Optimization exercise on an open flow, not production practice.
RTL: at most simulated, not proved equivalent.
Function not checked: run 5.
Power: default activity.

`flow/design.v`:
```
package cic_decim_pkg;
  typedef enum logic [0:0] {
    ErrUpstream = 1'b0,
    ErrSequence = 1'b1
  } cic_err_bit_e;
  function automatic integer cic_growth(input integer rate, input integer m, input integer n);
    reg [127:0] prod;
    integer     i, b;
    begin
      prod = 128'd1;
      for (i = 0; i < n; i = i + 1) prod = prod * rate * m;
      cic_growth = 0;
      for (b = 0; b < 128; b = b + 1) if ((128'd1 << b) < prod) cic_growth = b + 1;
    end
  endfunction
  function automatic integer cic_ch_w(input integer channels);
    cic_ch_w = (channels > 1) ? $clog2(channels) : 1;
  endfunction
  localparam int unsigned DefW    = 16 + cic_growth(125, 1, 4);
  localparam int unsigned DefChW  = cic_ch_w(2);
endpackage
module cic_comb_chain #(
  parameter int unsigned W          = 44,
  parameter int unsigned STAGES     = 4,
  parameter int unsigned DIFF_DELAY = 1
) (
  input  logic [W-1:0]                           x,
  input  logic [STAGES*DIFF_DELAY-1:0][W-1:0]    dly,
  output logic [W-1:0]                           y,
  output logic [STAGES*DIFF_DELAY-1:0][W-1:0]    dly_next
);
  always_comb begin
    logic [W-1:0] stage_in;
    stage_in = x;
    for (int s = 0; s < STAGES; s++) begin
      dly_next[s*DIFF_DELAY] = stage_in;
      for (int j = 1; j < DIFF_DELAY; j++) dly_next[s*DIFF_DELAY+j] = dly[s*DIFF_DELAY+j-1];
      stage_in = stage_in - dly[s*DIFF_DELAY+DIFF_DELAY-1];
    end
    y = stage_in;
  end
endmodule
module cic_decim #(
  parameter int unsigned IN_W       = 16,
  parameter int unsigned OUT_W      = 16,
  parameter int unsigned STAGES     = 4,
  parameter int unsigned RATE       = 125,
  parameter int unsigned DIFF_DELAY = 1,
  parameter int unsigned CHANNELS   = 2,
  parameter int unsigned CH_W       = cic_decim_pkg::cic_ch_w(CHANNELS)
) (
  input  logic             clk,
  input  logic             reset_n,
  input  logic [IN_W-1:0]  in_data,
  input  logic [CH_W-1:0]  in_channel,
  input  logic             in_valid,
  output logic             in_ready,
  input  logic [1:0]       in_error,
  input  logic             in_startofpacket,
  input  logic             in_endofpacket,
  output logic [OUT_W-1:0] out_data,
  output logic [CH_W-1:0]  out_channel,
  output logic             out_valid,
  input  logic             out_ready,
  output logic [1:0]       out_error,
  output logic             out_startofpacket,
  output logic             out_endofpacket
);
  localparam int unsigned W    = IN_W + cic_decim_pkg::cic_growth(RATE, DIFF_DELAY, STAGES);
  localparam int unsigned PH_W = $clog2(RATE);
  logic unused_eop;
  assign unused_eop = in_endofpacket;
  logic [1:0]      rst_sh;       
  logic            clr_dly;      
  logic [6:0]      pos;          
  logic            in_ready_q;
  logic            iv;           
  logic            go_q;         
  logic            cons_q;       
  logic            isd_q;        
  logic            exp_ch;
  logic [1:0][PH_W-1:0] ph;
  logic [1:0]      ph123, ph124;  
  logic [1:0][1:0] err;
  logic [1:0]      pend;         
  logic            older;        
  logic            act;          
  logic            pch;          
  logic [3:1]      br;           
  logic            p2, dmp;      
  logic            dz;           
  logic            out_valid_q;
  logic [IN_W-1:0] id;
  logic            che, sok, algn;
  logic [1:0]      ierr;
  logic [W-1:0]    s0_a, s0_b, s0_c, s0_d, s0_w;
  logic [W-1:0]    s1_a, s1_b, s1_c, s1_d, s1_w;
  logic [2:0][91:0] dr;          
  logic [1:0][1:0] res_err;
  logic [OUT_W-1:0] out_data_q;
  logic            out_ch_q, out_sop_q;
  logic [1:0]      out_err_q;
  logic clr_int, hd;
  logic [6:0] kb;                
  logic       cch;               
  assign clr_int = rst_sh[1];
  assign hd      = pos[0];
  assign kb      = cch ? pos - 7'd46 : pos;
  logic start, sch, order_ok, step, last;
  assign sch      = (pos == 7'd46);    
  assign order_ok = !pend[~sch] || (older == sch);
  assign start    = !act && (pos == 7'd0 || pos == 7'd46) && pend[sch] && order_ok && !out_valid_q;
  assign step     = start || act;
  assign cch      = act ? pch : sch;
  assign last     = act && (kb == 7'(W - 1));
  logic exp_ch_n, ld, iv_n, che_in, che_n, sok_n, algn_n, go_n, cons_n, isd_n;
  logic [1:0] pend_n, ph123_n, ph124_n, blk_n;
  logic [1:0][PH_W-1:0] ph_n;
  always_comb begin
    exp_ch_n = go_q ? ~che : exp_ch;
    ph_n = ph;
    if (go_q) ph_n[che] = isd_q ? '0 : ph[che] + PH_W'(1);
    pend_n = pend;
    if (last) pend_n[pch] = 1'b0;
    if (dz) pend_n[hd] = 1'b1;
    for (int c = 0; c < 2; c++) begin
      ph123_n[c] = (ph_n[c] == PH_W'(RATE - 2));
      ph124_n[c] = (go_q && che == c) ? (!isd_q && ph123[c]) : ph124[c];
      blk_n[c]   = pend_n[c] && ph124_n[c];
    end
  end
  logic [2:0] go_p, cons_p, isd_p;    
  logic       go_h, cons_h, isd_h, sel_go, sel_cons, sel_isd;
  always_comb begin
    go_p[0]   = hd && !blk_n[0];
    cons_p[0] = go_p[0];
    isd_p[0]  = go_p[0] && ph124_n[0];
    go_p[1]   = !exp_ch_n && hd && !blk_n[0];
    cons_p[1] = exp_ch_n || (hd && !blk_n[0]);
    isd_p[1]  = go_p[1] && ph124_n[0];
    go_p[2]   = exp_ch_n && !hd && !blk_n[1];
    cons_p[2] = !exp_ch_n || (!hd && !blk_n[1]);
    isd_p[2]  = go_p[2] && ph124_n[1];
    go_h   = iv && sok && !algn && !blk_n[che];
    cons_h = iv && (!sok || (!algn && !blk_n[che]));
    isd_h  = go_h && ph124_n[che];
    sel_go   = in_startofpacket ? go_p[0]   : (in_channel ? go_p[2]   : go_p[1]);
    sel_cons = in_startofpacket ? cons_p[0] : (in_channel ? cons_p[2] : cons_p[1]);
    sel_isd  = in_startofpacket ? isd_p[0]  : (in_channel ? isd_p[2]  : isd_p[1]);
  end
  assign ld     = !iv || cons_q;           
  assign iv_n   = ld ? in_valid : iv;
  assign che_in = in_startofpacket ? 1'b0 : in_channel;
  assign che_n  = ld ? che_in : che;
  assign sok_n  = ld ? (in_startofpacket || (in_channel == exp_ch_n)) : sok;
  assign algn_n = ld ? (che_in != hd) : !algn;
  assign go_n   = ld ? (in_valid && sel_go) : go_h;
  assign cons_n = ld ? (in_valid && sel_cons) : cons_h;
  assign isd_n  = ld ? (in_valid && sel_isd) : isd_h;
  logic [W-1:0] xg, ag, bg, cg, a_new, b_new, c_new, d_new;
  assign xg = go_q ? {{(W-IN_W){id[IN_W-1]}}, id} : '0;
  assign ag = go_q ? s0_a : '0;
  assign bg = p2 ? s1_b : '0;
  assign cg = p2 ? s1_c : '0;
  assign a_new = s0_a + xg;
  assign b_new = s0_b + ag + xg;
  assign c_new = s1_c + bg;
  assign d_new = s1_d + cg + bg;
  logic [3:0] y;                 
  logic [3:1] br_n;
  always_comb begin
    y[0] = (hd == cch) ? s0_w[kb[5:0]] : s1_w[kb[5:0]];
    for (int i = 1; i <= 3; i++) begin
      y[i]    = y[i-1] ^ dr[i-1][0] ^ br[i];
      br_n[i] = (!y[i-1] && (dr[i-1][0] || br[i])) || (dr[i-1][0] && br[i]);
    end
  end
  always_ff @(posedge clk or negedge reset_n) begin
    if (!reset_n) begin
      rst_sh      <= 2'b11;
      clr_dly     <= 1'b1;
      pos         <= '0;
      iv          <= 1'b0;
      go_q        <= 1'b0;
      cons_q      <= 1'b0;
      isd_q       <= 1'b0;
      exp_ch      <= 1'b0;
      ph          <= '0;
      ph123       <= '0;
      ph124       <= '0;
      err         <= '0;
      pend        <= '0;
      older       <= 1'b0;
      act         <= 1'b0;
      pch         <= 1'b0;
      br          <= '0;
      p2          <= 1'b0;
      dmp         <= 1'b0;
      dz          <= 1'b0;
      out_valid_q <= 1'b0;
    end else begin
      rst_sh     <= {rst_sh[0], 1'b0};
      if (pos == 7'd91) clr_dly <= 1'b0;
      pos        <= (pos == 7'd91) ? 7'd0 : pos + 7'd1;
      iv         <= iv_n;
      go_q       <= go_n;
      cons_q     <= cons_n;
      isd_q      <= isd_n;
      exp_ch     <= exp_ch_n;
      ph         <= ph_n;
      ph123      <= ph123_n;
      ph124      <= ph124_n;
      pend       <= pend_n;
      if (dz) older <= (pend[~hd] && !(last && pch == ~hd)) ? ~hd : hd;
      if (go_q) begin
        err[che] <= isd_q ? 2'b00 : (err[che] | ierr);
      end else if (cons_q) begin
        err[exp_ch][1] <= 1'b1;
      end
      p2   <= go_q;
      dmp  <= isd_q;
      dz   <= dmp;
      if (start) begin
        act <= 1'b1;
        pch <= sch;
      end else if (last) begin
        act <= 1'b0;
      end
      if (step) br <= last ? '0 : br_n;
      if (last) out_valid_q <= 1'b1;
      else if (out_ready) out_valid_q <= 1'b0;
    end
  end
  always_ff @(posedge clk) begin
    in_ready_q <= ld ? (!in_valid || sel_cons) : (!iv || cons_h);
    if (ld) begin
      id   <= in_data;
      ierr <= in_error;
    end
    che  <= che_n;
    sok  <= sok_n;
    algn <= algn_n;
    if (isd_q) res_err[che] <= err[che] | ierr;
    s1_a <= a_new;
    s1_b <= b_new;
    s1_c <= clr_int ? '0 : s0_c;
    s1_d <= (dz || clr_int) ? '0 : s0_d;
    s1_w <= dz ? s0_d : s0_w;
    s0_a <= clr_int ? '0 : s1_a;
    s0_b <= clr_int ? '0 : s1_b;
    s0_c <= c_new;
    s0_d <= d_new;
    s0_w <= s1_w;
    for (int i = 0; i < 3; i++) begin
      dr[i] <= {(step ? y[i] : (dr[i][0] && !clr_dly)), dr[i][91:1]};
    end
    if (step && kb >= 7'(W - OUT_W)) out_data_q <= {y[3], out_data_q[OUT_W-1:1]};
    if (last) begin
      out_ch_q   <= pch;
      out_sop_q  <= !pch;
      out_err_q  <= res_err[pch];
    end
  end
  assign in_ready          = in_ready_q;
  assign out_valid         = out_valid_q;
  assign out_data          = out_data_q;
  assign out_channel       = out_ch_q;
  assign out_error         = out_err_q;
  assign out_startofpacket = out_sop_q;
  assign out_endofpacket   = out_ch_q;
endmodule
```
`flow/flow/run.sh`:
```
#!/bin/bash
# Layout flow: the standard layout (standard.sh, ORFS from synthesis to the final layout)
# with one change: the buffers that ORFS puts on every input and output port are buf_2 cells
# (ORFS otherwise picks its own, slow buffer cell for them).
# make's full output (every tool it runs) goes to flow.log in the work folder; ORFS keeps each
# step's own log under orfs/logs/.
set -euo pipefail
export BUFFER_PORTS_ARGS="-buffer_cell sky130_fd_sc_hd__buf_2"
export SETUP_SLACK_MARGIN=13.25
bash standard.sh > flow.log 2>&1
```
`flow/standard.sh`:
```
#!/bin/bash
# synth_recipe.tcl (not shown) runs the flow's synth.tcl, then flattens the netlist and writes it again
# the make line also repeats each setting of config.mk as NAME=value (left out here)
make -C /OpenROAD-flow-scripts/flow DESIGN_CONFIG=/design/flow/config.mk WORK_HOME=/design/flow/orfs CLKGATE_MAP_FILE= SYNTH_SCRIPT=/design/flow/synth_recipe.tcl "${@:-finish}"
```
`flow/config.mk`:
```
export PLATFORM = sky130hd
export DESIGN_NAME = cic_decim
export DESIGN_NICKNAME = cic_decim
export VERILOG_FILES = /design/flow/design.v
export SDC_FILE = /design/flow/constraint.sdc
export NUM_CORES = 4
export LEC_CHECK = 0
export CAP_MARGIN = 20
export CORE_MARGIN = 2
export CORE_UTILIZATION = 60
export CTS_BUF_LIST = sky130_fd_sc_hd__clkbuf_16
export CTS_CLUSTER_DIAMETER = 90
export CTS_CLUSTER_SIZE = 30
export SLEW_MARGIN = 20
```
`flow/constraint.sdc`:
```
create_clock -name core_clock -period 18.0 [get_ports {clk}]
set_input_delay 3.6000 -clock core_clock [delete_from_list [all_inputs] [get_ports {clk}]]
set_output_delay 3.6000 -clock core_clock [all_outputs]
set_load 0.01 [all_outputs]
```
==> reports/results.txt, run 1 <==
Outcome = timing/DRC/antenna clean
Post-synth top area cell = dfxtp_1
First-pass GRT wire length = 99500 µm
R2R cell count = 15
DRT Pass-1 Iters = 5
Syn_area_per_cell = 11.4 µm²
Final hold violations = 0
Number of synthesized flops with an enable pin = 44
Synthesized Nets = 3132
Data arrival time of the critical path = 1170 ps
Worst Hold End = dr[32]$_DFF_P_
TNS Setup = 0 ps
Worst vdd ir = 0.110 mV
Clock Tree Root = clkbuf_16
Post-route ant nets = 0
Hold depth = 0
Vias in the first global route = 20.0k
Nets@finish = 3187
Unrepaired setup endpoints after global routing = true
R2R Setup Slk = 13370 ps
Area Growth Syn to Fin = 8.14%
Sequential share of the synthesized area = 52.5%
CORE AREA = 52900 µm²
Ys flop type = dfxtp_1
Fillers = 4145
F_max = 209 MHz
Total wire length = 60400 µm
Quantity of hold-fixing buffers added after cts = 0
Largest net degree at the start of global routing = 88
Routed WL per cell = 16.7 µm
Clock share of power = 23.9%
Hold Startpoint = dr[33]$_DFF_P_
Tmin final = 4770 ps
Clk sink count = 811
Via count = 20.1k
Initial antenna violation count = 0
Starting Density = 61.0%
Via density = 5.57
Crit. End Element = output pin
Mapped cell area = 32300 µm²
Total GRT Usage = 21.6%
Fraction of layout cells with a size suffix above 1 = 9.11%
Yosys reg bits = 811
Seq pwr share = 50.2%
Crit-path max FO = 2
Rel. slew slack = 31.9%
H-tree Lvls = 2
Max-slew violation count = 0
Synth area leaders = dfxtp_1 (45%), ha_1 (6.7%), fa_1 (5.8%)
Post-synth top area share = 44.6%
Synth cell types = 83
Max incr delay on CP = 410 ps
Yosys Warn Count = 1
Combinational share of power = 25.9%
Chip width = 236 µm
DR iter-0 viols = 1190
Final instance area = 34900 µm²
Io pins = 48
Cell count after synthesis = 2840
Detailed placement HPWL = 42100 µm
Worst Max-Slew Pin Slew = 1020 ps
Final Skew = 30.0 ps
CP required = 14400 ps
Fraction of registers with async set/reset = 6.04%
Cell Chain, Critical Path = buf_2
Rows = 84
FF-to-FF Start = go_q$_DFF_PN0_
NetSw = 1.38 mW
Clock-pin slew on the worst setup and hold paths = 110 ps
Worst min path class = flip-flop to flip-flop
Buffers & Inverters on Critical Path = 1
I/O Buffers = 46
Int Power = 3.05 mW
Worst path top cell family by delay = flip-flops
Max_cap viols = 0
CTS tree = done
Grt ovf = 0
P_leak = 15.7 nW
PD cells = 127 nW/µm²
Die H = 236 µm
Detailed-route DRC error count = 0
CP max-delay cell = edfxtp_1
Worst R2R End = s1_b[43]$_DFF_P_
Die area = 55600 µm²
Crit Path Class = flip-flop to output pin
Inserted Clock Buffers = 39
Clock Latency Late Sink = 600 ps
Final setup fails = 0
Switching Share = 31.2%
Final worst path period share = 26.5%
Critical path launch point type = flip-flop
Final Wtd Congestion = 0.905
Post-Place Cell Area = 33100 µm²
CTS Buffer Depth = 3
Ant diodes = 0
routing by layer:
metal,vias to the layer above,part of all wire [%],global-route usage [%]
li1,9941,-,-
met1,9740,48,30.3
met2,342,47,35.9
met3,73,3.6,2.46
met4,0,1.8,5.23
met5,-,0,0
area by class of cell:
class	count	area [µm²]	area share, %
Sequential cell	811	16900	48.6
Multi-Input combinational cell	1890	14900	42.7
Clock buffer	40	1000	2.87
Tap cell	688	861	2.47
Timing Repair Buffer	91	661	1.89
Clock inverter	27	294	0.843
Inverter	62	233	0.667
power groups by stage:
stage          registers, mW  logic [mW]  clock network, mW
2_1_floorplan           2.19       0.921                  0
3_3_place_gp            2.28        1.08                  0
3_5_place_dp            2.28        1.11                  0
4_1_cts                 2.23        1.14               1.10
5_1_grt                 2.26        1.30               1.16
6_report                2.22        1.15               1.06
repair_timing:
action / CTS / global route
pin swaps: 0 / 4
setup buffers: 12 / 20
gates resized for setup: 15 / 19
cloned: 0 / 3
endpoints found under the setup margin: 49 / 34
through the flow:
step                      setup WS, ps  util, %  power, mW  hold slack, ps  instances
after floorplan                  13440        -       3.12             310       2840
after global placement           12550     62.7       3.36             310       3507
after detailed placement         12490     62.7       3.39             312       3507
after CTS                        13150     65.4       4.47             330       3586
after global routing             13160     66.0       4.71             336       3609
final                            13230     66.0       4.43             329       3609
worst max path at each step:
stage	slack, ps	cells after the start	endpoint	from
after global routing	13160	15	s1_b[43]$_DFF_P_	go_q$_DFF_PN0_
after detailed placement	12490	14	s1_b[43]$_DFF_P_	go_q$_DFF_PN0_
after global placement	12550	14	s1_b[43]$_DFF_P_	go_q$_DFF_PN0_
final	13230	1	out_data[6]	out_data_q[6]$_DFFE_PP_
after floorplan	13440	18	s1_b[43]$_DFF_P_	go_q$_DFF_PN0_
after CTS	13150	14	s1_b[43]$_DFF_P_	go_q$_DFF_PN0_
sequential cells by signal (all words and copies together), names as in the netlist, 14 cells and up, named ones only:
register    flops
s1_b           44
s1_d           44
s0_w           44
s1_c           44
s0_a           44
id             16
s0_b           44
out_data_q     16
dr            276
s1_a           44
s1_w           44
s0_d           44
s0_c           44
ph             14
cell families (layout without fill, tap and decap cells):
family,count (synthesis),in the layout,share of synthesized area [%]
adders and majority gates,267,267,12.5
buffers and inverters,140,220,1.67
other,1,1,0.0116
DFF,811,811,52.5
xor gates and xnor gates,168,168,4.56
and+or+nand+nor,774,775,13.0
muxes,81,81,3.63
AOI/OAI and AO/OA,598,598,12.1
cell usage in the layout (no fill, tap or decap), types with 23 or more instances in the layout:
master     netlist  layout
nor2_1         115     114
edfxtp_1        44      44
nor3_1          36      34
nand2b_1        33      31
dfxtp_1        718     718
xnor2_1        115     115
buf_4            1      37
mux2_2          47      47
o21a_1          40      40
o21ai_0         93      92
xor2_1          53      53
buf_2            7      45
inv_1           61      66
nand2_1        122     121
fa_1            93      93
dfrtp_1         46      39
and2_1         193     192
clkbuf_16        0      42
o21bai_1        23      23
a21oi_1        180     179
mux4_2          24      24
nand3_1         35      35
a21o_1          96      95
ha_1           174     173
nor2b_1        163     163
cell usage after synthesis (7+ instances only):
cell type / count
dfxtp_1: 718
clkbuf_1: 65
buf_2: 7
nand3_1: 35
a21o_1: 96
nor2_1: 115
nand2_1: 122
mux2i_1: 10
a21oi_1: 180
nor2b_1: 163
xor2_1: 53
nor4_1: 7
o21ai_0: 93
a211oi_1: 18
and3_1: 18
or3_1: 12
mux4_2: 24
mux2_2: 47
dfrtp_1: 46
o21a_1: 40
o211ai_1: 12
edfxtp_1: 44
nand2b_1: 33
fa_1: 93
a31oi_1: 19
a2111oi_0: 9
nand4_1: 20
o21bai_1: 23
nor3_1: 36
o21ai_1: 20
ha_1: 174
o31ai_1: 14
inv_1: 61
and2_1: 193
xnor2_1: 115
Testbench counts, summed over its fixed seeds: cycles 80,944.
==> inputs of run 2 (changes only) <==
==> flow/flow/run.sh (replaced) <==
#!/bin/bash
# Layout flow: the standard layout (standard.sh, ORFS from synthesis to the final layout)
# with two changes:
# * the buffers that ORFS puts on every input and output port are buf_2 cells (ORFS otherwise
#   picks its own, slow buffer cell for them);
# * repair_timing works towards a setup slack of 13.2 ns, so it speeds up the paths that would
#   otherwise stay slower than the port paths.
# make's full output (every tool it runs) goes to flow.log in the work folder; ORFS keeps each
# step's own log under orfs/logs/.
set -euo pipefail
export BUFFER_PORTS_ARGS="-buffer_cell sky130_fd_sc_hd__buf_2"
export SETUP_SLACK_MARGIN=13.2
bash standard.sh > flow.log 2>&1
==> reports/results.txt, run 2 <==
Cell Chain, Critical Path = buf_2
Fillers = 4170 (+0.60%)
Number of synthesized flops with an enable pin = 44 (unchanged)
Area Growth Syn to Fin = 7.44%
FF+latch area = 16900 µm² (about the same)
Die H = 236 µm (unchanged)
Cell count after synthesis = 2840 (unchanged)
Final Skew = 28.5 ps (-1.56 ps)
CTS tree = done
Post-route ant nets = 0 (unchanged)
Initial antenna violation count = 0 (unchanged)
Post-synth top cells = dfxtp_1 (718), and2_1 (193), a21oi_1 (180), ha_1 (174), nor2b_1 (163)
Final worst path period share = 26.5% (-0.071 points)
GRT met1 Usage = 30.3% (about the same)
R2R Setup Slk = 13360 ps (about the same)
Synth cell types = 83 (unchanged)
First-pass GRT wire length = 99300 µm (-0.18%)
Final hold violations = 0 (unchanged)
CP required = 14400 ps (about the same)
Finished Core Util = 65.6% (-0.42 points)
Starting Density = 61.0% (unchanged)
Final Wtd Congestion = 0.905 (unchanged)
Most frequent cells in the layout = dfxtp_1 (718), and2_1 (192), a21oi_1 (180)
Crit. End Element = output pin
CORE AREA = 52900 µm² (unchanged)
Rows = 84 (unchanged)
Post-synth top area share = 44.6% (unchanged)
Multi-input logic area = 14900 µm² (-0.18%)
Tmin final = 4760 ps (-12.8 ps)
Gr busiest metal = met2
Rel. slew slack = 31.9% (about the same)
Chip width = 236 µm (unchanged)
TNS Setup = 0 ps (unchanged)
I/O Buffers = 46 (unchanged)
Worst min path class = flip-flop to flip-flop
Total wire length = 59900 µm (-0.91%)
Routed WL per cell = 16.7 µm (-0.31%)
Int Power = 3.05 mW (about the same)
Clk sink count = 811 (unchanged)
Synthesized Nets = 3132 (unchanged)
GR Layer Usage met3 = 2.46% (unchanged)
Clock-pin slew on the worst setup and hold paths = 110 ps (about the same)
Switching Share = 31.2% (about the same)
Outcome = timing/DRC/antenna clean
Max FFs per register = 276 (unchanged)
Met2 usage = 35.8% (-0.14 points)
DR iter-0 viols = 1224 (+2.9%)
CP max-delay cell = edfxtp_1
Count leader, synth = dfxtp_1
Synth area leaders = dfxtp_1 (45%), ha_1 (6.7%), fa_1 (5.8%)
Max_cap viols = 0 (unchanged)
Io pins = 48 (unchanged)
PD cells = 128 nW/µm² (+0.64%)
H-tree Lvls = 2 (unchanged)
Vias in the first global route = 19.9k (-0.23%)
Buffers & Inverters on Critical Path = 1 (unchanged)
Crit-path max FO = 2 (unchanged)
Commonest non-fill, non-tap cell in the layout = dfxtp_1
Seq pwr share = 50.2% (about the same)
CTS Buffer Depth = 3 (unchanged)
Fraction of layout cells with a size suffix above 1 = 8.18% (-0.93 points)
P_leak = 15.6 nW (-0.82%)
Detailed-route DRC error count = 0 (unchanged)
Critical path launch point type = flip-flop
Worst Max-Slew Pin Slew = 1020 ps (-0.246 ps)
Grt ovf = 0 (unchanged)
Fraction of registers with async set/reset = 6.04% (unchanged)
Data arrival time of the critical path = 1160 ps (about the same)
Inserted Clock Buffers = 39 (unchanged)
Post-synth top area cell = dfxtp_1
F_max = 210 MHz (+0.27%)
Max incr delay on CP = 410 ps (about the same)
Largest net degree at the start of global routing = 88 (unchanged)
Combinational share of power = 25.9% (about the same)
Total GRT Usage = 21.6% (-0.044 points)
Max-slew violation count = 0 (unchanged)
Unrepaired setup endpoints after global routing = true
Via density = 5.58 (+0.18%)
Worst path top cell family by delay = flip-flops
Clock share of power = 23.9% (about the same)
Detailed placement HPWL = 42100 µm (unchanged)
Clock Latency Late Sink = 600 ps (about the same)
Worst vdd ir = 0.109 mV (-0.50%)
NetSw = 1.38 mW (about the same)
Yosys Warn Count = 1 (unchanged)
Clock Tree Root = clkbuf_16
Sequential share of the synthesized area = 52.5% (unchanged)
Ys flop type = dfxtp_1
Crit Path Class = flip-flop to output pin
DRT Pass-1 Iters = 5 (unchanged)
Die area = 55600 µm² (unchanged)
Most flop-heavy register = dr
Syn_area_per_cell = 11.4 µm² (unchanged)
Ant diodes = 0 (unchanged)
Via count = 20.0k (-0.43%)
Mapped cell area = 32300 µm² (unchanged)
Nets@finish = 3165 (-0.69%)
Final setup fails = 0 (unchanged)
Yosys reg bits = 811 (unchanged)
==> run 2: cell counts after synthesis <==
No cell type changed its count.
==> run 2: worst register-to-register path: cells and delay by family (launching register included) <==
kind                     cells  cell delay, ps
AND/OR/NAND/NOR              6            1370
buffers and inverters        1             230
adder cells (fa/ha/maj)      3            1030
AO/OA/AOI/OAI                5            1330
flip-flops                   1             620
==> run 2: what timing repair did <==
item | in CTS | in global routing
gates cloned | 0 | 2
pin swaps | 0 | 3
resized for setup | 14 | 9
setup buffers | 5 | 6
hold buffers | 0 | 0
setup endpoints to repair | 29 | 15
==> run 2: cells by family after synthesis <==
logic type	count (synthesis)	share of synthesized area, %
and+or+nand+nor	774	13.0
muxes	81	3.63
DFF	811	52.5
other	1	0.0116
adders and majority gates	267	12.5
buffers and inverters	140	1.67
AOI/OAI and AO/OA	598	12.1
xor gates and xnor gates	168	4.56
==> run 2: through the flow <==
step | total power [mW] | std cells | setup WS, ps | hold WS [ps] | cell area [µm²]
after floorplan | 3.12 | 2840 | 13440 | 310 | 32300
after global placement | 3.36 | 3507 | 12550 | 310 | 33100
after detailed placement | 3.39 | 3507 | 12490 | 312 | 33100
after CTS | 4.47 | 3579 | 13150 | 330 | 34500
after global routing | 4.71 | 3587 | 13160 | 336 | 34700
final | 4.43 | 3587 | 13240 | 329 | 34700
==> run 2: layout make-up <==
type / instances / share of cell area [%]
clock buffers: 40 / 2.89
clock inverters: 27 / 0.848
inverters: 62 / 0.672
multi-input cells: 1890 / 42.9
flip-flops and latches: 811 / 48.9
well taps: 688 / 2.48
repair buffers: 69 / 1.35
==> run 2: layer usage <==
layer	vias up	wire length, µm
met5	-	0
met3	74	1970
met4	0	1140
li1	9905	-
met1	9711	28700
met2	319	28000
==> run 2: power by group through the flow <==
stage               registers [mW]  clock network [mW]  logic (mW)
detailed placement            2.28                   0        1.11
floorplan                     2.19                   0       0.921
finish                        2.22                1.06        1.15
global placement              2.28                   0        1.08
global route                  2.26                1.16        1.30
CTS                           2.23                1.10        1.14
==> run 2: final timing paths <==
kind | from | endpoint | cells after the start
setup / recovery | out_data_q[11]$_DFFE_PP_ | out_data[11] | 1
hold / removal | dr[33]$_DFF_P_ | dr[32]$_DFF_P_ | 0
setup reg to reg | go_q$_DFF_PN0_ | s1_b[43]$_DFF_P_ | 15
hold reg to reg | dr[33]$_DFF_P_ | dr[32]$_DFF_P_ | 0
max in group asynchronous | reset_n | p2$_DFF_PN0_ | 2
min in group asynchronous | reset_n | asynchronous set/reset pin | 2
==> inputs of run 3 (changes only) <==
--- a/flow/flow/run.sh
+++ b/flow/flow/run.sh
@@ -3,6 +3,7 @@
 # with two changes:
 # * the buffers that ORFS puts on every input and output port are buf_2 cells (ORFS otherwise
 #   picks its own, slow buffer cell for them);
+# * clock tree synthesis inserts no dummy loads;
 # * repair_timing works towards a setup slack of 13.2 ns, so it speeds up the paths that would
 #   otherwise stay slower than the port paths.
 # make's full output (every tool it runs) goes to flow.log in the work folder; ORFS keeps each
@@ -10,4 +11,5 @@
 set -euo pipefail
 export BUFFER_PORTS_ARGS="-buffer_cell sky130_fd_sc_hd__buf_2"
 export SETUP_SLACK_MARGIN=13.2
+export CTS_ARGS="-sink_clustering_enable -repair_clock_nets -buf_list sky130_fd_sc_hd__clkbuf_16 -sink_clustering_size 30 -sink_clustering_max_diameter 90 -dont_use_dummy_load"
 bash standard.sh > flow.log 2>&1
==> reports/results.txt, run 3 <==
Clock Latency Late Sink = 590 ps (about the same)
Most flop-heavy register = dr
Inserted Clock Buffers = 39 (unchanged)
CP required = 14400 ps (about the same)
Nets@finish = 3168 (+0.095%)
Final instance area = 34400 µm² (-0.72%)
Fraction of layout cells with a size suffix above 1 = 7.72% (-0.45 points)
Crit-path max FO = 2 (unchanged)
Final worst path period share = 26.4% (-0.052 points)
Yosys Warn Count = 1 (unchanged)
Number of synthesized flops with an enable pin = 44 (unchanged)
Chip width = 236 µm (unchanged)
Crit Path Class = flip-flop to output pin
Final Skew = 48.8 ps (+20.3 ps)
Critical path launch point type = flip-flop
Unrepaired setup endpoints after global routing = true
Critical Path End = out_data[1]
Rel. slew slack = 31.5% (-0.39 points)
Cell Chain, Critical Path = buf_2
Launch point of the worst path = out_data_q[1]$_DFFE_PP_
Worst setup margin = 13250 ps (+9.30 ps)
Worst min path class = flip-flop to flip-flop
Worst slack at placement = 12490 ps (unchanged)
Largest net degree at the start of global routing = 88 (unchanged)
Synth cell types = 83 (unchanged)
Post-synth top area share = 44.6% (unchanged)
Worst path top cell family by delay = flip-flops
CTS tree = done
Commonest non-fill, non-tap cell in the layout = dfxtp_1
Post-synth top area cell = dfxtp_1
Worst vdd ir = 0.110 mV (+0.20%)
DRT Pass-1 Iters = 5 (unchanged)
I/O Buffers = 46 (unchanged)
Clk sink count = 811 (unchanged)
Yosys reg bits = 811 (unchanged)
Initial antenna violation count = 0 (unchanged)
Ys flop type = dfxtp_1
Crit path depth = 1 (unchanged)
Via density = 5.60 (+0.36%)
Post-Place Cell Area = 33100 µm² (unchanged)
P_leak = 15.5 nW (-0.94%)
Starting Density = 61.0% (unchanged)
Detailed placement HPWL = 42100 µm (unchanged)
Detailed-route DRC error count = 0 (unchanged)
Crit. End Element = output pin
DR iter-0 viols = 1239 (+1.2%)
R2R Setup Slk = 13360 ps (about the same)
Max_cap viols = 0 (unchanged)
TNS Setup = 0 ps (unchanged)
Area Growth Syn to Fin = 6.67%
Post-synth top cells = dfxtp_1 (718), and2_1 (193), a21oi_1 (180), ha_1 (174), nor2b_1 (163)
PD cells = 125 nW/µm² (-2.5%)
Routed WL per cell = 16.9 µm (+0.97%)
Via count = 19.9k (-0.34%)
F_max = 210 MHz (+0.20%)
Clock Tree Root = clkbuf_16
Synth area leaders = dfxtp_1 (45%), ha_1 (6.7%), fa_1 (5.8%)
Max-slew violation count = 0 (unchanged)
Mapped cell area = 32300 µm² (unchanged)
CTS Buffer Depth = 3 (unchanged)
Syn_area_per_cell = 11.4 µm² (unchanged)
Worst Max-Slew Pin Slew = 1030 ps (+5.82 ps)
Finished Core Util = 65.1% (-0.47 points)
Count leader, synth = dfxtp_1
Tmin final = 4750 ps (-9.30 ps)
Io pins = 48 (unchanged)
Quantity of hold-fixing buffers added after cts = 0 (unchanged)
Die H = 236 µm (unchanged)
CORE AREA = 52900 µm² (unchanged)
Final hold violations = 0 (unchanged)
Fraction of registers with async set/reset = 6.04% (unchanged)
Data arrival time of the critical path = 1150 ps (about the same)
H-tree Lvls = 2 (unchanged)
Sequential share of the synthesized area = 52.5% (unchanged)
Max incr delay on CP = 420 ps (about the same)
Final Wtd Congestion = 0.905 (unchanged)
Total GRT Usage = 21.5% (about the same)
Outcome = timing/DRC/antenna clean
Clock-pin slew on the worst setup and hold paths = 110 ps (about the same)
Vias in the first global route = 19.9k (-0.33%)
Grt ovf = 0 (unchanged)
Worst R2R End = s1_b[43]$_DFF_P_
Ant diodes = 0 (unchanged)
Total wire length = 60100 µm (+0.27%)
FF-to-FF Start = go_q$_DFF_PN0_
R2R cell count = 15 (unchanged)
Post-route ant nets = 0 (unchanged)
Max FFs per register = 276 (unchanged)
Buffers & Inverters on Critical Path = 1 (unchanged)
Most frequent cells in the layout = dfxtp_1 (718), and2_1 (192), a21oi_1 (180)
CP max-delay cell = edfxtp_1
Rows = 84 (unchanged)
Final setup fails = 0 (unchanged)
Die area = 55600 µm² (unchanged)
First-pass GRT wire length = 99100 µm (-0.15%)
Cell count after synthesis = 2840 (unchanged)
Synthesized Nets = 3132 (unchanged)
==> run 3: per-layer routing <==
layer / global-route usage, % / vias to the layer above / routed length, µm
met2: 35.9 / 289 / 28100
met1: 30.2 / 9689 / 28900
met3: 2.43 / 81 / 1900
met4: 5.19 / 0 / 1140
li1: - / 9882 / -
met5: 0 / - / 0
==> run 3: layout make-up <==
class	instances	area, µm²
flip-flops and latches	811	16900
clock buffers	39	976
fillers	4181	18500
well taps	688	861
repair buffers	72	512
multi-input cells	1890	14900
inverters	62	233
==> run 3: per-stage QoR <==
step                      total power [mW]  hold slack [ps]  std cells
after floorplan                       3.12              310       2840
after global placement                3.36              310       3507
after detailed placement              3.39              312       3507
after CTS                             4.33              292       3549
after global routing                  4.56              296       3562
final                                 4.29              287       3562
==> run 3: how the worst min path moves through the flow <==
stage | cells after the start | end | startpoint
2_1_floorplan | 0 | dr[0]$_DFF_P_ | dr[1]$_DFF_P_
3_3_place_gp | 0 | dr[185]$_DFF_P_ | dr[186]$_DFF_P_
3_5_place_dp | 0 | dr[248]$_DFF_P_ | dr[249]$_DFF_P_
4_1_cts | 0 | dr[81]$_DFF_P_ | dr[82]$_DFF_P_
5_1_grt | 0 | dr[81]$_DFF_P_ | dr[82]$_DFF_P_
6_report | 0 | dr[81]$_DFF_P_ | dr[82]$_DFF_P_
==> run 3: cell families after synthesis <==
logic type	count (synthesis)	synth area share [%]
other	1	0.0116
AND/OR/NAND/NOR	774	13.0
adder cells (fa/ha/maj)	267	12.5
buffers and inverters	140	1.67
XOR/XNOR	168	4.56
flip-flops	811	52.5
AO/OA/AOI/OAI	598	12.1
multiplexers	81	3.63
==> run 3: where the power goes <==
part | internal, mW | switching, mW | leakage, nW
clock | 0.389 | 0.527 | 0.481
combinational | 0.495 | 0.652 | 8.10
sequential | 2.08 | 0.143 | 6.88
total | 2.96 | 1.32 | 15.5
==> run 3: repair_timing <==
item                       CTS  global route
cloned                       0             3
pin swaps                    0             4
setup endpoints to repair   26             9
setup buffers                3            10
resized for setup           14            17
==> inputs of run 4 (changes only) <==
--- a/flow/flow/run.sh
+++ b/flow/flow/run.sh
@@ -1,6 +1,6 @@
 #!/bin/bash
 # Layout flow: the standard layout (standard.sh, ORFS from synthesis to the final layout)
-# with two changes:
+# with three changes:
 # * the buffers that ORFS puts on every input and output port are buf_2 cells (ORFS otherwise
 #   picks its own, slow buffer cell for them);
 # * clock tree synthesis inserts no dummy loads;
==> reports/results.txt, run 4 <==
Outcome = timing/DRC/antenna clean
First-pass GRT wire length = 99100 µm (unchanged)
Syn_area_per_cell = 11.4 µm² (unchanged)
Seq pwr share = 51.9% (about the same)
Clock share of power = 21.4% (about the same)
Final Wtd Congestion = 0.905 (unchanged)
Via density = 5.60 (unchanged)
Grt ovf = 0 (unchanged)
Most frequent cells in the layout = dfxtp_1 (718), and2_1 (192), a21oi_1 (180)
Max incr delay on CP = 420 ps (about the same)
Starting Density = 61.0% (unchanged)
Most flop-heavy register = dr
Die area = 55600 µm² (unchanged)
Count leader, synth = dfxtp_1
Inserted Clock Buffers = 39 (unchanged)
Die H = 236 µm (unchanged)
I/O Buffers = 46 (unchanged)
Final setup fails = 0 (unchanged)
Ys flop type = dfxtp_1
Tmin final = 4750 ps (unchanged)
Nets@finish = 3168 (unchanged)
CTS Buffer Depth = 3 (unchanged)
Sequential share of the synthesized area = 52.5% (unchanged)
Worst vdd ir = 0.110 mV (unchanged)
Max_cap viols = 0 (unchanged)
Crit. End Element = output pin
F_max = 210 MHz (unchanged)
Post-synth top area cell = dfxtp_1
Vias in the first global route = 19.9k (unchanged)
Synth area leaders = dfxtp_1 (45%), ha_1 (6.7%), fa_1 (5.8%)
Cell Chain, Critical Path = buf_2
Synth cell types = 83 (unchanged)
DR iter-0 viols = 1239 (unchanged)
TNS Setup = 0 ps (unchanged)
Crit-path max FO = 2 (unchanged)
Combinational share of power = 26.8% (about the same)
Fraction of layout cells with a size suffix above 1 = 7.72% (unchanged)
Rows = 84 (unchanged)
Commonest non-fill, non-tap cell in the layout = dfxtp_1
Area Growth Syn to Fin = 6.67% (unchanged)
Clock Tree Root = clkbuf_16
Io pins = 48 (unchanged)
Switching Share = 30.8% (unchanged)
Finished Core Util = 65.1% (unchanged)
Post-synth top area share = 44.6% (unchanged)
Final Skew = 48.8 ps (unchanged)
Routed WL per cell = 16.9 µm (unchanged)
Post-synth top cells = dfxtp_1 (718), and2_1 (193), a21oi_1 (180), ha_1 (174), nor2b_1 (163)
Fillers = 4181 (unchanged)
DRT Pass-1 Iters = 5 (unchanged)
Clock Latency Late Sink = 590 ps (about the same)
Int Power = 2.96 mW (unchanged)
Data arrival time of the critical path = 1150 ps (about the same)
P_leak = 15.5 nW (unchanged)
Post-route ant nets = 0 (unchanged)
Worst Max-Slew Pin Slew = 1030 ps (unchanged)
Quantity of hold-fixing buffers added after cts = 0 (unchanged)
Total GRT Usage = 21.5% (unchanged)
Total wire length = 60100 µm (unchanged)
Unrepaired setup endpoints after global routing = true
Critical path launch point type = flip-flop
Rel. slew slack = 31.5% (unchanged)
CP required = 14400 ps (about the same)
Buffers & Inverters on Critical Path = 1 (unchanged)
Cell count after synthesis = 2840 (unchanged)
CTS tree = done
Via count = 19.9k (unchanged)
Worst path top cell family by delay = flip-flops
Largest net degree at the start of global routing = 88 (unchanged)
Yosys Warn Count = 1 (unchanged)
Worst min path class = flip-flop to flip-flop
Clock-pin slew on the worst setup and hold paths = 110 ps (about the same)
CORE AREA = 52900 µm² (unchanged)
Max-slew violation count = 0 (unchanged)
Mapped cell area = 32300 µm² (unchanged)
Synthesized Nets = 3132 (unchanged)
Clk sink count = 811 (unchanged)
Max FFs per register = 276 (unchanged)
Number of synthesized flops with an enable pin = 44 (unchanged)
Detailed placement HPWL = 42100 µm (unchanged)
Fraction of registers with async set/reset = 6.04% (unchanged)
Final hold violations = 0 (unchanged)
Chip width = 236 µm (unchanged)
Initial antenna violation count = 0 (unchanged)
CP max-delay cell = edfxtp_1
Detailed-route DRC error count = 0 (unchanged)
H-tree Lvls = 2 (unchanged)
PD cells = 125 nW/µm² (unchanged)
Final worst path period share = 26.4% (unchanged)
Crit Path Class = flip-flop to output pin
NetSw = 1.32 mW (unchanged)
Ant diodes = 0 (unchanged)
Yosys reg bits = 811 (unchanged)
## run 4: cell counts in the layout (fill, tap and decap cells not counted)
No cell type changed its count.
## run 4: layout make-up
cell class,count,area (µm²),share of cell area [%]
flip-flops and latches,811,16900,49.2
multi-input cells,1890,14900,43.3
clock buffers,39,976,2.84
well taps,688,861,2.50
repair buffers,72,512,1.49
inverters,62,233,0.676
## run 4: metal layers
| layer | global-route usage (%) | wire length [µm] | up-vias |
|---|---|---|---|
| li1 | - | - | 9882 |
| met1 | 30.2 | 28900 | 9689 |
| met2 | 35.9 | 28100 | 289 |
| met3 | 2.43 | 1900 | 81 |
| met4 | 5.19 | 1140 | 0 |
| met5 | 0 | 0 | - |
## run 4: per-stage QoR
stage	hold WS [ps]	setup slack [ps]	instance area [µm²]	cells	power, mW
2_1_floorplan	310	13440	32300	2840	3.12
3_3_place_gp	310	12550	33100	3507	3.36
3_5_place_dp	312	12490	33100	3507	3.39
4_1_cts	292	13150	34200	3549	4.33
5_1_grt	296	13160	34400	3562	4.56
6_report	287	13250	34400	3562	4.29
## run 4: path summary, 6_finish.rpt
check / from / end / slack [ps] / depth (start not counted)
max reg2reg: go_q$_DFF_PN0_ / s1_b[43]$_DFF_P_ / 13360 / 15
min reg2reg: dr[82]$_DFF_P_ / dr[81]$_DFF_P_ / 290 / 0
max: out_data_q[1]$_DFFE_PP_ / out_data[1] / 13250 / 1
max in group asynchronous: reset_n / pch$_DFFE_PN0P_ / 14350 / 2
min: dr[82]$_DFF_P_ / dr[81]$_DFF_P_ / 290 / 0
min in group asynchronous: reset_n / pos[6]$_DFF_PN0_ / 3140 / 2
## run 4: kinds of logic after synthesis
family                   after synthesis  share of synthesized area (%)
XOR/XNOR                             168                           4.56
multiplexers                          81                           3.63
AND/OR/NAND/NOR                      774                           13.0
AO/OA/AOI/OAI                        598                           12.1
other                                  1                         0.0116
flip-flops                           811                           52.5
buffers and inverters                140                           1.67
adder cells (fa/ha/maj)              267                           12.5
## run 4: power groups by stage
stage / clock (mW) / sequential (mW) / combinational (mW)
2_1_floorplan: 0 / 2.19 / 0.921
3_3_place_gp: 0 / 2.28 / 1.08
3_5_place_dp: 0 / 2.28 / 1.11
4_1_cts: 0.949 / 2.23 / 1.14
5_1_grt: 1.01 / 2.26 / 1.30
6_report: 0.916 / 2.22 / 1.15
## run 4: what timing repair did
action / 4_1_cts / 5_1_grt
resized for setup: 14 / 17
setup buffers: 3 / 10
gates cloned: 0 / 3
endpoints found under the setup margin: 26 / 9
pin swaps: 0 / 4
==> inputs of run 5 (changes only) <==
--- a/flow/design.v
+++ b/flow/design.v
@@ -158,14 +158,14 @@
   assign cons_n = ld ? (in_valid && sel_cons) : cons_h;
   assign isd_n  = ld ? (in_valid && sel_isd) : isd_h;
   logic [W-1:0] xg, ag, bg, cg, a_new, b_new, c_new, d_new;
-  assign xg = go_q ? {{(W-IN_W){id[IN_W-1]}}, id} : '0;
-  assign ag = go_q ? s0_a : '0;
-  assign bg = p2 ? s1_b : '0;
-  assign cg = p2 ? s1_c : '0;
+  assign xg    = go_q ? {{(W-IN_W){id[IN_W-1]}}, id} : '0;
   assign a_new = s0_a + xg;
-  assign b_new = s0_b + ag + xg;
+  assign ag    = go_q ? a_new : '0;
+  assign b_new = s0_b + ag;
+  assign bg    = p2 ? s1_b : '0;
   assign c_new = s1_c + bg;
-  assign d_new = s1_d + cg + bg;
+  assign cg    = p2 ? c_new : '0;
+  assign d_new = s1_d + cg;
   logic [3:0] y;                 
   logic [3:1] br_n;
   always_comb begin
==> reports/results.txt, run 5 <==
Max-slew violation count = 0 (unchanged)
Clk sink count = 811 (unchanged)
Cell count after synthesis = 2957 (+4.1%)
Rows = 84 (unchanged)
Data arrival time of the critical path = 5810 ps (+4660 ps)
CORE AREA = 52300 µm² (-0.99%)
CTS Buffer Depth = 3 (unchanged)
Post-route ant nets = 0 (unchanged)
Vias in the first global route = 19.9k (+0.30%)
Worst path top cell family by delay = compound AO/OA/AOI/OAI gates
Inserted Clock Buffers = 39 (unchanged)
Most frequent cells in the layout = dfxtp_1 (718), nor2b_1 (162), and2_1 (159)
Ys flop type = dfxtp_1
Worst vdd ir = 0.0991 mV (-9.5%)
Starting Density = 60.3% (-0.67 points)
Quantity of hold-fixing buffers added after cts = 0 (unchanged)
Post-synth top cells = dfxtp_1 (718), and2_1 (184), a21oi_1 (183), nor2b_1 (162), nand2_1 (156)
Yosys reg bits = 811 (unchanged)
Hold depth = 0 (unchanged)
Commonest non-fill, non-tap cell in the layout = dfxtp_1
Synth cell types = 102 (+23%)
Final hold violations = 0 (unchanged)
Fraction of registers with async set/reset = 6.04% (unchanged)
Sequential share of the synthesized area = 53.6% (+1.1 points)
Worst Max-Slew Pin Slew = 1050 ps (+18.8 ps)
Fraction of layout cells with a size suffix above 1 = 17.6% (+9.9 points)
Final Skew = 58.0 ps (+9.18 ps)
I/O Buffers = 46 (unchanged)
Worst slack at placement = 11780 ps (-715 ps)
Die area = 54500 µm² (-2.1%)
Tmin final = 5330 ps (+573 ps)
First-pass GRT wire length = 101000 µm (+2.2%)
CTS tree = done
Detailed placement HPWL = 42600 µm (+1.3%)
Crit path depth = 22 (+21)
Die H = 233 µm (-1.0%)
H-tree Lvls = 2 (unchanged)
Unrepaired setup endpoints after global routing = true
Post-synth top area cell = dfxtp_1
Worst setup margin = 12670 ps (-573 ps)
Synth area leaders = dfxtp_1 (46%), ha_1 (5.9%), edfxtp_1 (4.2%)
Critical path launch point type = flip-flop
Crit-path max FO = 6 (+4)
Number of synthesized flops with an enable pin = 44 (unchanged)
Cell Chain, Critical Path = buf_8 -> and2_4 -> ha_4 -> o21a_1 -> o21a_1 -> nor2_4 -> a311oi_4 -> a32oi_2 -> o21ai_2 -> buf_4 -> a21oi_1 -> xnor2_1 -> and2_1 -> ha_1 -> a21o_1 -> or4_4 -> o22a_4 -> a21oi_4 -> o21bai_2 -> a21o_1 -> a21oi_2 -> xnor2_1
CP max-delay cell = dfrtp_4
Grt ovf = 0 (unchanged)
Final worst path period share = 29.6% (+3.2 points)
Max FFs per register = 276 (unchanged)
Fillers = 3933 (-5.9%)
Io pins = 48 (unchanged)
Nets@finish = 3204 (+1.1%)
Crit Path Class = flip-flop to flip-flop
Via density = 5.56 (-0.77%)
Most flop-heavy register = dr
Synthesized Nets = 3139 (+0.22%)
Mapped cell area = 31600 µm² (-2.1%)
Clock Latency Late Sink = 590 ps (about the same)
Worst min path class = flip-flop to flip-flop
Final setup fails = 0 (unchanged)
DR iter-0 viols = 1067 (-14%)
Buffers & Inverters on Critical Path = 2 (+1)
TNS Setup = 0 ps (unchanged)
Post-synth top area share = 45.5% (+0.95 points)
DRT Pass-1 Iters = 6 (+1)
Final instance area = 35700 µm² (+3.7%)
Via count = 20.6k (+3.3%)
Count leader, synth = dfxtp_1
Syn_area_per_cell = 10.7 µm² (-6.0%)
Crit. End Element = flip-flop
CP required = 18490 ps (+4090 ps)
Chip width = 233 µm (-1.0%)
Yosys Warn Count = 1 (unchanged)
Post-Place Cell Area = 32400 µm² (-2.1%)
Total GRT Usage = 23.0% (+1.4 points)
PD cells = 117 nW/µm² (-6.5%)
Hold_ws = 322 ps (+35.4 ps)
Routed WL per cell = 17.4 µm (+3.1%)
Detailed-route DRC error count = 0 (unchanged)
F_max = 188 MHz (-11%)
Max_cap viols = 0 (unchanged)
Area Growth Syn to Fin = 13.0%
Ant diodes = 0 (unchanged)
R2R cell count = 22 (+7)
Final Wtd Congestion = 0.896 (-1.0%)
Outcome = timing/DRC/antenna clean
Largest net degree at the start of global routing = 96 (+9.1%)
Max incr delay on CP = 580 ps (+160 ps)
Clock Tree Root = clkbuf_16
P_leak = 14.9 nW (-3.9%)
Clock-pin slew on the worst setup and hold paths = 100 ps (about the same)
Initial antenna violation count = 1 (+1)
Rel. slew slack = 30.3% (-1.3 points)
Total wire length = 64400 µm (+7.3%)
-- run 5: path summary, 6_finish.rpt --
path                                   from                       to  slack [ps]
min                        s1_w[41]$_DFF_P_         s0_w[41]$_DFF_P_         320
max reg2reg                  go_q$_DFF_PN0_         s1_b[37]$_DFF_P_       12670
max                          go_q$_DFF_PN0_         s1_b[37]$_DFF_P_       12670
min in group asynchronous           reset_n  out_valid_q$_DFFE_PN0P_        3110
min reg2reg                s1_w[41]$_DFF_P_         s0_w[41]$_DFF_P_         320
max in group asynchronous           reset_n           go_q$_DFF_PN0_       14370
-- run 5: metrics by stage --
stage / utilization [%] / power, mW / cells
floorplan: - / 2.87 / 2957
global placement: 62.0 / 3.04 / 3577
detailed placement: 62.0 / 3.07 / 3577
CTS: 66.4 / 4.13 / 3672
global route: 68.2 / 4.38 / 3708
finish: 68.2 / 4.16 / 3708
-- run 5: area by class of cell --
type / instances / area (µm²) / area share (%)
clock buffers: 39 / 976 / 2.73
inverters: 83 / 312 / 0.873
multi-input cells: 1936 / 15400 / 43.1
flip-flops and latches: 811 / 16900 / 47.4
well taps: 688 / 861 / 2.41
repair buffers: 151 / 1240 / 3.47
-- run 5: routing by layer --
metal | global-route usage (%) | up-vias | share of wire [%]
li1 | - | 10300 | -
met1 | 33.1 | 9791 | 49
met2 | 36.3 | 376 | 45
met3 | 2.45 | 103 | 3.6
met4 | 7.44 | 0 | 2.7
met5 | 0 | - | 0
-- run 5: kinds of logic after synthesis --
| kind of cell | after synthesis | synth area share, % |
|---|---|---|
| adders and majority gates | 157 | 6.39 |
| other | 1 | 0.0119 |
| DFF | 811 | 53.6 |
| and+or+nand+nor | 906 | 15.5 |
| muxes | 99 | 4.50 |
| buffers and inverters | 210 | 2.91 |
| AOI/OAI and AO/OA | 597 | 12.2 |
| xor gates and xnor gates | 176 | 4.92 |
-- run 5: repair_timing --
item / in CTS / in global routing
gates cloned: 4 / 1
pin swaps: 60 / 57
buffers inserted: 52 / 35
setup endpoints to repair: 60 / 51
gates resized for setup: 152 / 142
endpoints found under the hold margin: 0 / 0
-- run 5: power breakdown --
part | internal [mW] | switching [mW]
registers | 2.02 | 0.137
clock network | 0.389 | 0.529
logic | 0.486 | 0.594
total | 2.90 | 1.26
==> inputs of run 6 (changes only) <==
--- a/flow/design.v
+++ b/flow/design.v
@@ -72,7 +72,7 @@
   assign unused_eop = in_endofpacket;
   logic [1:0]      rst_sh;       
   logic            clr_dly;      
-  logic [6:0]      pos;          
+  logic [5:0]      pos;          
   logic            in_ready_q;
   logic            iv;           
   logic            go_q;         
@@ -95,24 +95,24 @@
   logic [1:0]      ierr;
   logic [W-1:0]    s0_a, s0_b, s0_c, s0_d, s0_w;
   logic [W-1:0]    s1_a, s1_b, s1_c, s1_d, s1_w;
-  logic [2:0][91:0] dr;          
+  logic [2:0][45:0][1:0] dr;     
   logic [1:0][1:0] res_err;
   logic [OUT_W-1:0] out_data_q;
   logic            out_ch_q, out_sop_q;
   logic [1:0]      out_err_q;
   logic clr_int, hd;
-  logic [6:0] kb;                
+  logic [5:0] kb;                
   logic       cch;               
   assign clr_int = rst_sh[1];
   assign hd      = pos[0];
-  assign kb      = cch ? pos - 7'd46 : pos;
+  assign kb      = cch ? pos - 6'd23 : pos;
   logic start, sch, order_ok, step, last;
-  assign sch      = (pos == 7'd46);    
+  assign sch      = (pos == 6'd23);    
   assign order_ok = !pend[~sch] || (older == sch);
-  assign start    = !act && (pos == 7'd0 || pos == 7'd46) && pend[sch] && order_ok && !out_valid_q;
+  assign start    = !act && (pos == 6'd0 || pos == 6'd23) && pend[sch] && order_ok && !out_valid_q;
   assign step     = start || act;
   assign cch      = act ? pch : sch;
-  assign last     = act && (kb == 7'(W - 1));
+  assign last     = act && (kb == 6'(W / 2 - 1));
   logic exp_ch_n, ld, iv_n, che_in, che_n, sok_n, algn_n, go_n, cons_n, isd_n;
   logic [1:0] pend_n, ph123_n, ph124_n, blk_n;
   logic [1:0][PH_W-1:0] ph_n;
@@ -158,21 +158,20 @@
   assign cons_n = ld ? (in_valid && sel_cons) : cons_h;
   assign isd_n  = ld ? (in_valid && sel_isd) : isd_h;
   logic [W-1:0] xg, ag, bg, cg, a_new, b_new, c_new, d_new;
-  assign xg    = go_q ? {{(W-IN_W){id[IN_W-1]}}, id} : '0;
+  assign xg = go_q ? {{(W-IN_W){id[IN_W-1]}}, id} : '0;
+  assign ag = go_q ? s0_a : '0;
+  assign bg = p2 ? s1_b : '0;
+  assign cg = p2 ? s1_c : '0;
   assign a_new = s0_a + xg;
-  assign ag    = go_q ? a_new : '0;
-  assign b_new = s0_b + ag;
-  assign bg    = p2 ? s1_b : '0;
+  assign b_new = s0_b + ag + xg;
   assign c_new = s1_c + bg;
-  assign cg    = p2 ? c_new : '0;
-  assign d_new = s1_d + cg;
-  logic [3:0] y;                 
+  assign d_new = s1_d + cg + bg;
+  logic [3:0][1:0] y;            
   logic [3:1] br_n;
   always_comb begin
-    y[0] = (hd == cch) ? s0_w[kb[5:0]] : s1_w[kb[5:0]];
+    y[0] = (hd == cch) ? s0_w[2*kb[4:0] +: 2] : s1_w[2*kb[4:0] +: 2];
     for (int i = 1; i <= 3; i++) begin
-      y[i]    = y[i-1] ^ dr[i-1][0] ^ br[i];
-      br_n[i] = (!y[i-1] && (dr[i-1][0] || br[i])) || (dr[i-1][0] && br[i]);
+      {br_n[i], y[i]} = {1'b0, y[i-1]} - {1'b0, dr[i-1][0]} - {2'b00, br[i]};
     end
   end
   always_ff @(posedge clk or negedge reset_n) begin
@@ -200,8 +199,8 @@
       out_valid_q <= 1'b0;
     end else begin
       rst_sh     <= {rst_sh[0], 1'b0};
-      if (pos == 7'd91) clr_dly <= 1'b0;
-      pos        <= (pos == 7'd91) ? 7'd0 : pos + 7'd1;
+      if (pos == 6'd45) clr_dly <= 1'b0;
+      pos        <= (pos == 6'd45) ? 6'd0 : pos + 6'd1;
       iv         <= iv_n;
       go_q       <= go_n;
       cons_q     <= cons_n;
@@ -252,9 +251,9 @@
     s0_d <= d_new;
     s0_w <= s1_w;
     for (int i = 0; i < 3; i++) begin
-      dr[i] <= {(step ? y[i] : (dr[i][0] && !clr_dly)), dr[i][91:1]};
-    end
-    if (step && kb >= 7'(W - OUT_W)) out_data_q <= {y[3], out_data_q[OUT_W-1:1]};
+      dr[i] <= {(step ? y[i] : (dr[i][0] & {2{!clr_dly}})), dr[i][45:1]};
+    end
+    if (step && kb >= 6'((W - OUT_W) / 2)) out_data_q <= {y[3], out_data_q[OUT_W-1:2]};
     if (last) begin
       out_ch_q   <= pch;
       out_sop_q  <= !pch;
==> reports/results.txt, run 6 <==
Outcome = timing/DRC/antenna clean
Total wire length = 58600 µm (-9.0%)
Most flop-heavy register = dr
Area Growth Syn to Fin = 6.62%
Clock Tree Root = clkbuf_16
Routed WL per cell = 16.3 µm (-6.1%)
Syn_area_per_cell = 11.2 µm² (+5.0%)
Int Power = 3.10 mW (+6.9%)
Buffers & Inverters on Critical Path = 1 (-1)
Worst vdd ir = 0.0949 mV (-4.2%)
F_max = 207 MHz (+10%)
Nets@finish = 3201 (-0.094%)
Post-synth top area cell = dfxtp_1
Final Wtd Congestion = 0.912 (+1.7%)
CTS tree = done
DRT Pass-1 Iters = 5 (-1)
Cell count after synthesis = 2869 (-3.0%)
Mapped cell area = 32200 µm² (+1.9%)
Ant diodes = 0 (unchanged)
CP max-delay cell = edfxtp_1
P_leak = 15.4 nW (+3.6%)
Max_cap viols = 0 (unchanged)
Post-synth top cells = dfxtp_1 (718), and2_1 (198), a21oi_1 (175), ha_1 (174), nor2b_1 (161)
Yosys Warn Count = 1 (unchanged)
CP required = 14400 ps (-4090 ps)
Seq pwr share = 53.3% (+1.4 points)
Detailed-route DRC error count = 0 (unchanged)
Final worst path period share = 26.8% (-2.8 points)
Total GRT Usage = 21.2% (-1.7 points)
Inserted Clock Buffers = 37 (-5.1%)
Cell Chain, Critical Path = buf_2
Grt ovf = 0 (unchanged)
GRT met1 Usage = 31.2% (-1.9 points)
DR iter-0 viols = 1422 (+33%)
Rel. slew slack = 42.2% (+12 points)
Final Skew = 78.4 ps (+20.4 ps)
Commonest non-fill, non-tap cell in the layout = dfxtp_1
Initial antenna violation count = 0 (-1)
Io pins = 48 (unchanged)
CORE AREA = 52800 µm² (+0.80%)
CTS Buffer Depth = 3 (unchanged)
R2R Setup Slk = 13260 ps (+590 ps)
Worst path top cell family by delay = flip-flops
Rows = 84 (unchanged)
Worst min path class = flip-flop to flip-flop
Crit-path max FO = 1 (-5)
Most frequent cells in the layout = dfxtp_1 (718), and2_1 (197), a21oi_1 (174)
TNS Setup = 0 ps (unchanged)
Largest net degree at the start of global routing = 89 (-7.3%)
Combinational share of power = 26.9% (+0.9 points)
Ys flop type = dfxtp_1
Max FFs per register = 276 (unchanged)
Synth area leaders = dfxtp_1 (45%), ha_1 (6.8%), fa_1 (6.0%)
Post-synth top area share = 44.7% (-0.84 points)
Final hold violations = 0 (unchanged)
Die area = 55500 µm² (+1.8%)
Via density = 5.43 (-2.3%)
I/O Buffers = 46 (unchanged)
Crit Path Class = flip-flop to output pin
Die H = 236 µm (+0.91%)
Final setup fails = 0 (unchanged)
Worst Max-Slew Pin Slew = 845 ps (-201 ps)
H-tree Lvls = 2 (unchanged)
Via count = 19.5k (-5.4%)
First-pass GRT wire length = 97700 µm (-3.6%)
Detailed placement HPWL = 41200 µm (-3.4%)
Data arrival time of the critical path = 1220 ps (-4590 ps)
Chip width = 236 µm (+0.91%)
NetSw = 1.37 mW (+8.6%)
Fraction of registers with async set/reset = 5.93% (-0.12 points)
GR Layer Usage met3 = 2.23% (-0.23 points)
Gr busiest metal = met2
Sequential share of the synthesized area = 52.5% (-1.1 points)
Synthesized Nets = 3164 (+0.80%)
Vias in the first global route = 19.4k (-2.7%)
Clk sink count = 810 (-0.12%)
Count leader, synth = dfxtp_1
Yosys reg bits = 810 (-0.12%)
Max-slew violation count = 0 (unchanged)
Met2 usage = 33.7% (-2.6 points)
Fraction of layout cells with a size suffix above 1 = 7.78% (-9.8 points)
PD cells = 130 nW/µm² (+12%)
Clock Latency Late Sink = 590 ps (about the same)
Unrepaired setup endpoints after global routing = true
Synth cell types = 93 (-8.8%)
Crit. End Element = output pin
Critical path launch point type = flip-flop
Clock share of power = 19.8% (-2.3 points)
Post-route ant nets = 0 (unchanged)
Max incr delay on CP = 460 ps (-120 ps)
Number of synthesized flops with an enable pin = 44 (unchanged)
Hold_ws = 311 ps (-11.0 ps)
Starting Density = 61.0% (+0.64 points)
Clock-pin slew on the worst setup and hold paths = 100 ps (about the same)
Switching Share = 30.6% (+0.33 points)
Tmin final = 4820 ps (-503 ps)
==> run 6: path summary, 6_finish.rpt <==
check,startpoint,end,depth (start not counted)
min,s1_w[5]$_DFF_P_,s0_w[5]$_DFF_P_,0
max reg2reg,pos[1]$_DFF_PN0_,out_data_q[15]$_DFFE_PP_,14
max in group asynchronous,reset_n,dz$_DFF_PN0_,2
max,out_err_q[1]$_DFFE_PN_,out_error[1],1
min reg2reg,s1_w[5]$_DFF_P_,s0_w[5]$_DFF_P_,0
min in group asynchronous,reset_n,ph[3]$_DFF_PN0_,2
==> run 6: metal layers <==
metal	share of wire (%)	wire (µm)	vias to the layer above
li1	-	-	9868
met2	44	25800	319
met5	0	0	-
met1	51	29700	9218
met4	2.2	1280	0
met3	3.0	1770	87
==> run 6: stage by stage <==
stage	power (mW)	setup slack [ps]	instance area (µm²)	instances	util, %
global placement	3.55	12370	33100	3533	62.6
floorplan	3.29	13160	32200	2869	-
detailed placement	3.58	12440	33100	3533	62.6
finish	4.47	13180	34300	3592	65.0
CTS	4.49	13130	34100	3580	64.7
global route	4.76	13090	34300	3592	65.0
==> run 6: area by class of cell <==
| class | count | area, µm² |
|---|---|---|
| multi-input combinational | 1889 | 14700 |
| clock buffer | 37 | 926 |
| tap | 688 | 861 |
| inverter | 93 | 353 |
| sequential | 810 | 16900 |
| fill | 4208 | 18500 |
| timing repair buffer | 75 | 534 |
==> run 6: cells by family after synthesis <==
family	Yosys count	synth area share, %
and+or+nand+nor	795	13.4
buffers and inverters	171	2.04
xor gates and xnor gates	170	4.63
adders and majority gates	270	12.7
muxes	69	2.72
AOI/OAI and AO/OA	583	12.0
other	1	0.0117
DFF	810	52.5
==> run 6: power groups by stage <==
stage          Combinational [mW]  Clock [mW]  Sequential (mW)
3_5_place_dp                 1.16           0             2.42
2_1_floorplan               0.945           0             2.34
3_3_place_gp                 1.13           0             2.42
6_report                     1.20       0.884             2.38
5_1_grt                      1.35       0.982             2.43
4_1_cts                      1.18       0.921             2.39
==> run 6: timing repair <==
| action | in CTS | in global routing |
|---|---|---|
| pin swaps | 4 | 6 |
| gates resized for setup | 15 | 13 |
| setup buffers | 9 | 11 |
| gates cloned | 1 | 1 |
| hold buffers | 0 | 0 |
| hold endpoints to repair | 0 | 0 |
| setup endpoints to repair | 24 | 22 |
Testbench counts of run 6, summed over its fixed seeds: cycles 80,584.
==> inputs of run 7 (changes only) <==
--- a/flow/config.mk
+++ b/flow/config.mk
@@ -7,7 +7,7 @@
 export LEC_CHECK = 0
 export CAP_MARGIN = 20
 export CORE_MARGIN = 2
-export CORE_UTILIZATION = 60
+export CORE_UTILIZATION = 65
 export CTS_BUF_LIST = sky130_fd_sc_hd__clkbuf_16
 export CTS_CLUSTER_DIAMETER = 90
 export CTS_CLUSTER_SIZE = 30
==> reports/results.txt, run 7 <==
Grt ovf = 0 (unchanged)
Max incr delay on CP = 460 ps (about the same)
Die H = 226 µm (-3.9%)
Most flop-heavy register = dr
Clock-pin slew on the worst setup and hold paths = 100 ps (about the same)
Unrepaired setup endpoints after global routing = true
Cell count after synthesis = 2869 (unchanged)
Final Wtd Congestion = 0.898 (-1.5%)
Clock Tree Root = clkbuf_16
Data arrival time of the critical path = 1210 ps (about the same)
Syn_area_per_cell = 11.2 µm² (unchanged)
Number of synthesized flops with an enable pin = 44 (unchanged)
CP required = 14400 ps (about the same)
Outcome = timing/DRC/antenna clean
Ys flop type = dfxtp_1
F_max = 208 MHz (+0.22%)
Crit Path Class = flip-flop to output pin
Final Non-Filler Cells = 3580 (-0.33%)
CP max-delay cell = edfxtp_1
Quantity of hold-fixing buffers added after cts = 0 (unchanged)
Mapped cell area = 32200 µm² (unchanged)
Via density = 5.54 (+2.1%)
Final worst path period share = 26.7% (-0.060 points)
CTS tree = done
Total GRT Usage = 23.8% (+2.6 points)
TNS Setup = 0 ps (unchanged)
Post-route ant nets = 0 (unchanged)
Fillers = 3584 (-15%)
Inserted Clock Buffers = 35 (-5.4%)
Post-synth top cells = dfxtp_1 (718), and2_1 (198), a21oi_1 (175), ha_1 (174), nor2b_1 (161)
Synth cell types = 93 (unchanged)
Io pins = 48 (unchanged)
Cells after DPL = 3509 (-0.68%)
Max FFs per register = 276 (unchanged)
Detailed-route DRC error count = 0 (unchanged)
PD cells = 130 nW/µm² (about the same)
Post-synth top area cell = dfxtp_1
Ant diodes = 0 (unchanged)
Max_cap viols = 0 (unchanged)
Sequential share of the synthesized area = 52.5% (unchanged)
Vias in the first global route = 19.6k (+1.1%)
Die area = 51300 µm² (-7.6%)
Yosys reg bits = 810 (unchanged)
Final setup fails = 0 (unchanged)
Detailed placement HPWL = 42400 µm (+2.9%)
Critical path launch point type = flip-flop
Clk sink count = 810 (unchanged)
Synth area leaders = dfxtp_1 (45%), ha_1 (6.8%), fa_1 (6.0%)
Count leader, synth = dfxtp_1
Fraction of layout cells with a size suffix above 1 = 8.44% (+0.65 points)
Final Skew = 57.9 ps (-20.5 ps)
FF+latch area = 16900 µm² (about the same)
Cell Chain, Critical Path = buf_6
Area Growth Syn to Fin = 6.78%
Crit. End Element = output pin
Commonest non-fill, non-tap cell in the layout = dfxtp_1
Initial antenna violation count = 0 (unchanged)
Rows = 81 (-3.6%)
Buffers & Inverters on Critical Path = 1 (unchanged)
Post-synth top area share = 44.7% (unchanged)
I/O Buffers = 46 (unchanged)
Clock Latency Late Sink = 590 ps (about the same)
First-pass GRT wire length = 98600 µm (+0.91%)
Fraction of registers with async set/reset = 5.93% (unchanged)
DR iter-0 viols = 1122 (-21%)
CORE AREA = 48800 µm² (-7.4%)
Worst path top cell family by delay = flip-flops
Largest net degree at the start of global routing = 89 (unchanged)
Crit-path max FO = 2 (+1)
Chip width = 226 µm (-3.9%)
Yosys Warn Count = 1 (unchanged)
run 7: cell families after synthesis:
kind of cell | Yosys count | synth area share, %
other | 1 | 0.0117
adder cells (fa/ha/maj) | 270 | 12.7
flip-flops | 810 | 52.5
buffers and inverters | 171 | 2.04
XOR/XNOR | 170 | 4.63
AND/OR/NAND/NOR | 795 | 13.4
multiplexers | 69 | 2.72
AO/OA/AOI/OAI | 583 | 12.0
run 7: worst paths after layout:
path / start / end / slack [ps] / cells past startpoint
min: s1_w[12]$_DFF_P_ / s0_w[12]$_DFF_P_ / 300 / 0
max reg2reg: pos[0]$_DFF_PN0_ / out_data_q[15]$_DFFE_PP_ / 13280 / 16
max in group asynchronous: reset_n / pos[0]$_DFF_PN0_ / 14420 / 2
min in group asynchronous: reset_n / ph[10]$_DFF_PN0_ / 3100 / 2
min reg2reg: s1_w[12]$_DFF_P_ / s0_w[12]$_DFF_P_ / 300 / 0
max: out_data_q[5]$_DFFE_PP_ / out_data[5] / 13190 / 1
run 7: final cells by class:
cell class	instances	area share [%]
clock buffer	35	2.55
timing repair buffer	90	1.96
inverter	93	1.04
sequential	810	49.2
multi-input combinational	1888	42.8
tap	664	2.42
run 7: repair_timing:
action | 4_1_cts | 5_1_grt
buffers inserted | 20 | 14
endpoints found under the hold margin | 0 | 0
cloned | 0 | 1
gates resized for setup | 10 | 31
pin swaps | 2 | 11
endpoints found under the setup margin | 28 | 29
run 7: stage by stage:
stage	setup slack (ps)	instance area, µm²	hold WS (ps)	util (%)	power [mW]
floorplan	13160	32200	310	-	3.29
global placement	12590	33000	310	67.6	3.54
detailed placement	12520	33000	312	67.6	3.59
CTS	13120	34100	308	69.8	4.47
global route	13130	34400	310	70.3	4.75
finish	13190	34400	303	70.3	4.48
run 7: report_power, final:
| group | switching, mW | internal [mW] | total, mW |
|---|---|---|---|
| registers | 0.179 | 2.20 | 2.38 |
| clock network | 0.517 | 0.352 | 0.869 |
| logic | 0.692 | 0.533 | 1.22 |
| total | 1.39 | 3.09 | 4.48 |
run 7: layer usage:
| layer | part of all wire (%) | global-route usage, % | vias to the layer above |
|---|---|---|---|
| met5 | 0 | 0 | - |
| met4 | 2.2 | 6.26 | 0 |
| met3 | 3.0 | 2.48 | 85 |
| met2 | 46 | 39.5 | 379 |
| met1 | 48 | 33.6 | 9453 |
| li1 | - | - | 9909 |
